This design comes from an exercise in tuning for small area, a short achievable clock period and few clock cycles on the open sky130 flow, not from production work.
RTL that was checked went through simulation tests only; none was proved equivalent to the original.

// euclid_top
module euclid_top
(
  input  wire logic        cr_intf,
  input  wire logic        rst_n,
  input  wire logic        job_start,
  input  wire logic        job_shape,       
  input  wire logic [7:0]  job_p0_x,
  input  wire logic [7:0]  job_p0_y,
  input  wire logic [7:0]  job_p1_x,
  input  wire logic [7:0]  job_p1_y,
  input  wire logic [7:0]  job_p2_x,
  input  wire logic [7:0]  job_p2_y,
  input  wire logic [15:0] job_color,
  input  wire logic [2:0]  job_bzdepth,
  input  wire logic        pxl_ready,
  output logic             busy,
  output logic             job_done,
  output logic             pxl_valid,
  output logic [7:0]       pxl_x,
  output logic [7:0]       pxl_y,
  output logic [15:0]      pxl_color
);
  assign pxl_color = job_color;
  logic start_c;
  assign start_c = job_start & ~busy;
  logic [1:0] lp_c;
  always_comb
  begin
    case (job_bzdepth)
      3'd0, 3'd1: lp_c = 2'd0;
      3'd2:       lp_c = 2'd1;
      default:    lp_c = 2'd2;
    endcase
  end
  logic       g_act;
  logic [1:0] g_lvl;         
  logic       g_st;          
  ...
Size in the first run: about 11000 sq um of cells after synthesis.
Settings: LEC_CHECK=0, CAP_MARGIN=20, CORE_MARGIN=2, CORE_UTILIZATION=40, CTS_BUF_LIST=sky130_fd_sc_hd__clkbuf_8, SETUP_SLACK_MARGIN=1.6, SLEW_MARGIN=20; clock period 5.5 ns.
run.sh (not shown) runs the stock make flow with config.mk's settings and CLKGATE_MAP_FILE= SYNTH_SCRIPT=/design/flow/synth_recipe.tcl, a recipe that flattens the netlist after the stock synthesis.
Testbench counts at the start, summed over its fixed seeds: cycles 68,592.
==> next run, changes <==
==> flow/flow/run.sh (new file) <==
#!/bin/bash
# Standard layout, with plain buf_2 cells (instead of the default delay-buffer
# cell) for the port buffers. Full make output goes to make.log.
set -euo pipefail
export BUFFER_PORTS_ARGS="-buffer_cell sky130_fd_sc_hd__buf_2"
bash standard.sh > make.log 2>&1
==> flow/standard.sh (new file) <==
#!/bin/bash
# synth_recipe.tcl (not shown) runs the flow's synth.tcl, then flattens the netlist and writes it again
# the make line also repeats each setting of config.mk as NAME=value (left out here)
make -C /OpenROAD-flow-scripts/flow DESIGN_CONFIG=/design/flow/config.mk WORK_HOME=/design/flow/orfs CLKGATE_MAP_FILE= SYNTH_SCRIPT=/design/flow/synth_recipe.tcl "${@:-finish}"
- SETUP_SLACK_MARGIN: 1.6 -> 1.7
removed: flow/run.sh
Hold slack got worse by 0.0066 ns.
Setup slack loses 0.022 ns.
Routed wire length fell by 2.0%.
Utilization shrinks by 1.2 points.
Maximum frequency went down by about 0.6%.
==> next run, changes <==
==> flow/run.sh (new file) <==
#!/bin/bash
# synth_recipe.tcl (not shown) runs the flow's synth.tcl, then flattens the netlist and writes it again
# the make line also repeats each setting of config.mk as NAME=value (left out here)
make -C /OpenROAD-flow-scripts/flow DESIGN_CONFIG=/design/flow/config.mk WORK_HOME=/design/flow/orfs CLKGATE_MAP_FILE= SYNTH_SCRIPT=/design/flow/synth_recipe.tcl finish
- SETUP_SLACK_MARGIN: 1.7 -> 2.0
removed: flow/flow/run.sh
removed: flow/standard.sh
Global-route usage rose by 1.3 points.
Area after synthesis does not change.
Maximum frequency increases by 2.6%.
Wire length went up by 7.8%.
Hold slack stays flat.
Final cell count increases by about 2.8%.
Critical path depth goes down by 1.
==> next run, changes <==
==> flow/flow/run.sh (new file) <==
#!/bin/bash
# Standard layout, with plain buf_2 cells (instead of the default delay-buffer
# cell) for the port buffers. Full make output goes to make.log.
set -euo pipefail
export BUFFER_PORTS_ARGS="-buffer_cell sky130_fd_sc_hd__buf_2"
bash standard.sh > make.log 2>&1
==> flow/standard.sh (new file) <==
#!/bin/bash
# synth_recipe.tcl (not shown) runs the flow's synth.tcl, then flattens the netlist and writes it again
# the make line also repeats each setting of config.mk as NAME=value (left out here)
make -C /OpenROAD-flow-scripts/flow DESIGN_CONFIG=/design/flow/config.mk WORK_HOME=/design/flow/orfs CLKGATE_MAP_FILE= SYNTH_SCRIPT=/design/flow/synth_recipe.tcl "${@:-finish}"
- SETUP_SLACK_MARGIN: 2.0 -> 1.4
removed: flow/run.sh
Result:
- critical path depth stays the same
- maximum frequency drops by a few percent
- sequential share of layout area rose by 3.8 points
- final area shrinks by roughly a tenth
- clock skew went down by 0.0062 ns
- clock-buffer cell count fell by 1
- die area stays the same
- setup slack loses 0.24 ns
- first-iteration DRC count is higher by a little under a tenth
- wire length falls by a little under a tenth
==> next run, changes <==
- CORE_UTILIZATION: 40 -> 65
- PLACE_DENSITY: unset -> 0.8
- SETUP_SLACK_MARGIN: 1.4 -> 1.6
Outcome:
- The new run went through all stages and came out clean
- setup slack is better by 0.16 ns
- core utilization went up by 29 points
- first-iteration DRC count increases by a quarter to a third
- clock skew rose by 0.0068 ns

* * *

euclid_top again, from the RTL that the note above started with.
// euclid_top
module euclid_top
(
  input  wire logic        cr_intf,
  input  wire logic        rst_n,
  input  wire logic        job_start,
  input  wire logic        job_shape,       
  input  wire logic [7:0]  job_p0_x,
  input  wire logic [7:0]  job_p0_y,
  input  wire logic [7:0]  job_p1_x,
  input  wire logic [7:0]  job_p1_y,
  input  wire logic [7:0]  job_p2_x,
  input  wire logic [7:0]  job_p2_y,
  input  wire logic [15:0] job_color,
  input  wire logic [2:0]  job_bzdepth,
  input  wire logic        pxl_ready,
  output logic             busy,
  output logic             job_done,
  output logic             pxl_valid,
  output logic [7:0]       pxl_x,
  output logic [7:0]       pxl_y,
  output logic [15:0]      pxl_color
);
Settings: LEC_CHECK=0, CAP_MARGIN=20, CORE_MARGIN=2, CORE_UTILIZATION=40, CTS_BUF_LIST=sky130_fd_sc_hd__clkbuf_8, GPL_ROUTABILITY_DRIVEN=0, SETUP_SLACK_MARGIN=1.6, SLEW_MARGIN=20; clock period 5.5 ns.
standard.sh (not shown) runs the stock make flow with config.mk's settings and CLKGATE_MAP_FILE= SYNTH_SCRIPT=/design/flow/synth_recipe.tcl, a recipe that flattens the netlist after the stock synthesis.
==> flow/flow/run.sh <==
#!/bin/bash
# Standard layout, with plain buf_2 cells (instead of the default delay-buffer
# cell) for the port buffers. Full make output goes to make.log.
set -euo pipefail
export BUFFER_PORTS_ARGS="-buffer_cell sky130_fd_sc_hd__buf_2"
bash standard.sh > make.log 2>&1
Testbench counts at the start, summed over its fixed seeds: cycles 68,592.
Then changed:
--- a/flow/config.mk
+++ b/flow/config.mk
@@ -12,2 +12 @@
-export GPL_ROUTABILITY_DRIVEN = 0
-export SETUP_SLACK_MARGIN = 1.6
+export SETUP_SLACK_MARGIN = 1.8
Result: Critical path depth does not change; worst hold slack stays flat; first-iteration DRC count fell by 13%; core utilization rose by 1.7 points; setup slack gains 0.034 ns; fmax rose by 0.89%; via count rose by 1.5%; die area is unchanged; non-clock buffer count rose by 24.
Then changed:
--- a/flow/config.mk
+++ b/flow/config.mk
@@ -12 +12 @@
-export SETUP_SLACK_MARGIN = 1.8
+export SETUP_SLACK_MARGIN = 1.6
=> Wire length came out lower by 1.6%. Cell count came out lower by 1.5%. Maximum frequency went down by 0.88%. Critical path depth is unchanged.
Then changed:
--- a/flow/config.mk
+++ b/flow/config.mk
@@ -12 +12 @@
-export SETUP_SLACK_MARGIN = 1.6
+export SETUP_SLACK_MARGIN = 1.8
@@ -13,0 +14 @@
+export TNS_END_PERCENT = 30
After rerunning: The new run went through all stages and came out clean. Count of clock-buffer cells in the layout does not change. Via count goes up by 1.8%. Worst setup slack improves by 0.045 ns. Wire length came out higher by 1.8%.
Then changed:
--- a/flow/config.mk
+++ b/flow/config.mk
@@ -7,0 +8 @@
+export ABC_AREA = 1
@@ -12 +13 @@
-export SETUP_SLACK_MARGIN = 1.8
+export SETUP_SLACK_MARGIN = 1.6
@@ -14 +14,0 @@
-export TNS_END_PERCENT = 30
=> Cell count rose by 17%; global-route usage rose by 0.53 points; first-iteration DRC count rose by about 13%; die area rose by about 4.5%; sequential share of layout area hardly moves; count of clock-buffer cells in the layout stays the same; design area is about the same; wire length rose by about 6.4%; setup slack is better by 0.035 ns.
Then changed:
==> flow/run.sh (new file) <==
#!/bin/bash
# synth_recipe.tcl (not shown) runs the flow's synth.tcl, then flattens the netlist and writes it again
# the make line also repeats each setting of config.mk as NAME=value (left out here)
make -C /OpenROAD-flow-scripts/flow DESIGN_CONFIG=/design/flow/config.mk WORK_HOME=/design/flow/orfs CLKGATE_MAP_FILE= SYNTH_SCRIPT=/design/flow/synth_recipe.tcl finish
--- a/flow/config.mk
+++ b/flow/config.mk
@@ -8 +7,0 @@
-export ABC_AREA = 1
@@ -12,0 +12,2 @@
+export CTS_CLUSTER_DIAMETER = 80
+export CTS_CLUSTER_SIZE = 40
removed: flow/flow/run.sh
removed: flow/standard.sh
The new run finished with timing, DRC and antenna clean.
Critical path depth rose by 2.
Worst setup slack got worse by 0.067 ns.
Global-route usage fell by 0.16 points.

* * *

rev 12:
euclid_top, a different RTL version from the one above (not shown whole).
Size in the first run: ~1100 cells after synthesis, ~140 flip-flops, ~110 I/O pins.
export LEC_CHECK = 0
export CAP_MARGIN = 20
export CORE_MARGIN = 2
export CORE_UTILIZATION = 40
export CTS_BUF_LIST = sky130_fd_sc_hd__clkbuf_8
export SETUP_SLACK_MARGIN = 1.5
export SLEW_MARGIN = 20
create_clock -name core_clock -period 5.5 [get_ports {cr_intf}]
==> flow/flow/run.sh <==
#!/bin/bash
# Standard layout, with plain buf_2 cells (instead of the default delay-buffer
# cell) for the port buffers. Full make output goes to make.log.
set -euo pipefail
export BUFFER_PORTS_ARGS="-buffer_cell sky130_fd_sc_hd__buf_2"
bash standard.sh > make.log 2>&1
Both conditions hold for rev 12: the flow ran to the end and the final layout passed the timing, DRC and antenna checks.
Modified inputs, rev 13 compared to rev 12
- changing SETUP_SLACK_MARGIN from 1.5 to 1.7
--- outcome ---
Delta (rev 13 minus rev 12): H-tree depth barely changed, final instance area climbed about 2%.
In rev 13, buffering stage count on the worst path with inverters included is higher than in rev 12.
Rev 13 -> rev 12: smallest hold slack flat
No run of this note included a check of the RTL's function; only the layout flow was run.

==> port drivers added, routing unchanged <==
Ports are ideal in the flow. The routed layouts listed here were re-timed in OpenROAD.
Step 1, drivers: a clkbuf_16 drives cr_intf and a buf_2 each remaining input, both assumed.
Step 2 adds t to the input delays and takes it off the output delays; t is the mean of the earliest and latest rising clock arrival at the registers after step 1. Input paths then give back, and output paths get back, about the clock's delay inside the block.
Three values: ideal ports, drivers, drivers and shift; two values: the first two.
| run | t (ns) | setup WS [ns] | hold WS [ns] |
|---|---|---|---|
| the first run of note 1 | 0.497 | 1.691 / 1.691 / 1.386 | 0.430 / 0.430 / 0.430 |
| the second run of note 1 | 0.492 | 1.668 / 1.668 / 1.583 | 0.424 / 0.420 / 0.424 |
| the third run of note 1 | 0.492 | 1.766 / 1.766 / 1.642 | 0.423 / 0.423 / 0.423 |
| the fourth run of note 1 | 0.484 | 1.523 / 1.523 / 1.523 | 0.424 / 0.424 / 0.424 |
| the fifth run of note 1 | 0.507 | 1.688 / 1.688 / 1.491 | 0.424 / 0.405 / 0.427 |
| the first run of note 2 | 0.487 | 1.677 / 1.677 / 1.535 | 0.426 / 0.424 / 0.426 |
| the second run of note 2 | 0.494 | 1.710 / 1.710 / 1.520 | 0.425 / 0.416 / 0.425 |
| the third run of note 2 | 0.487 | 1.677 / 1.677 / 1.535 | 0.426 / 0.424 / 0.426 |
| the fourth run of note 2 | 0.483 | 1.722 / 1.722 / 1.537 | 0.426 / 0.426 / 0.426 |
| the fifth run of note 2 | 0.504 | 1.757 / 1.757 / 1.757 | 0.433 / 0.410 / 0.450 |
| the sixth run of note 2 | 0.497 | 1.691 / 1.691 / 1.386 | 0.430 / 0.430 / 0.430 |
| rev 12 | 0.494 | 1.653 / 1.653 / 1.653 | 0.430 / 0.410 / 0.440 |
| rev 13 | 0.496 | 1.763 / 1.763 / 1.763 | 0.429 / 0.409 / 0.438 |
After both steps setup and hold are still met in every run listed.
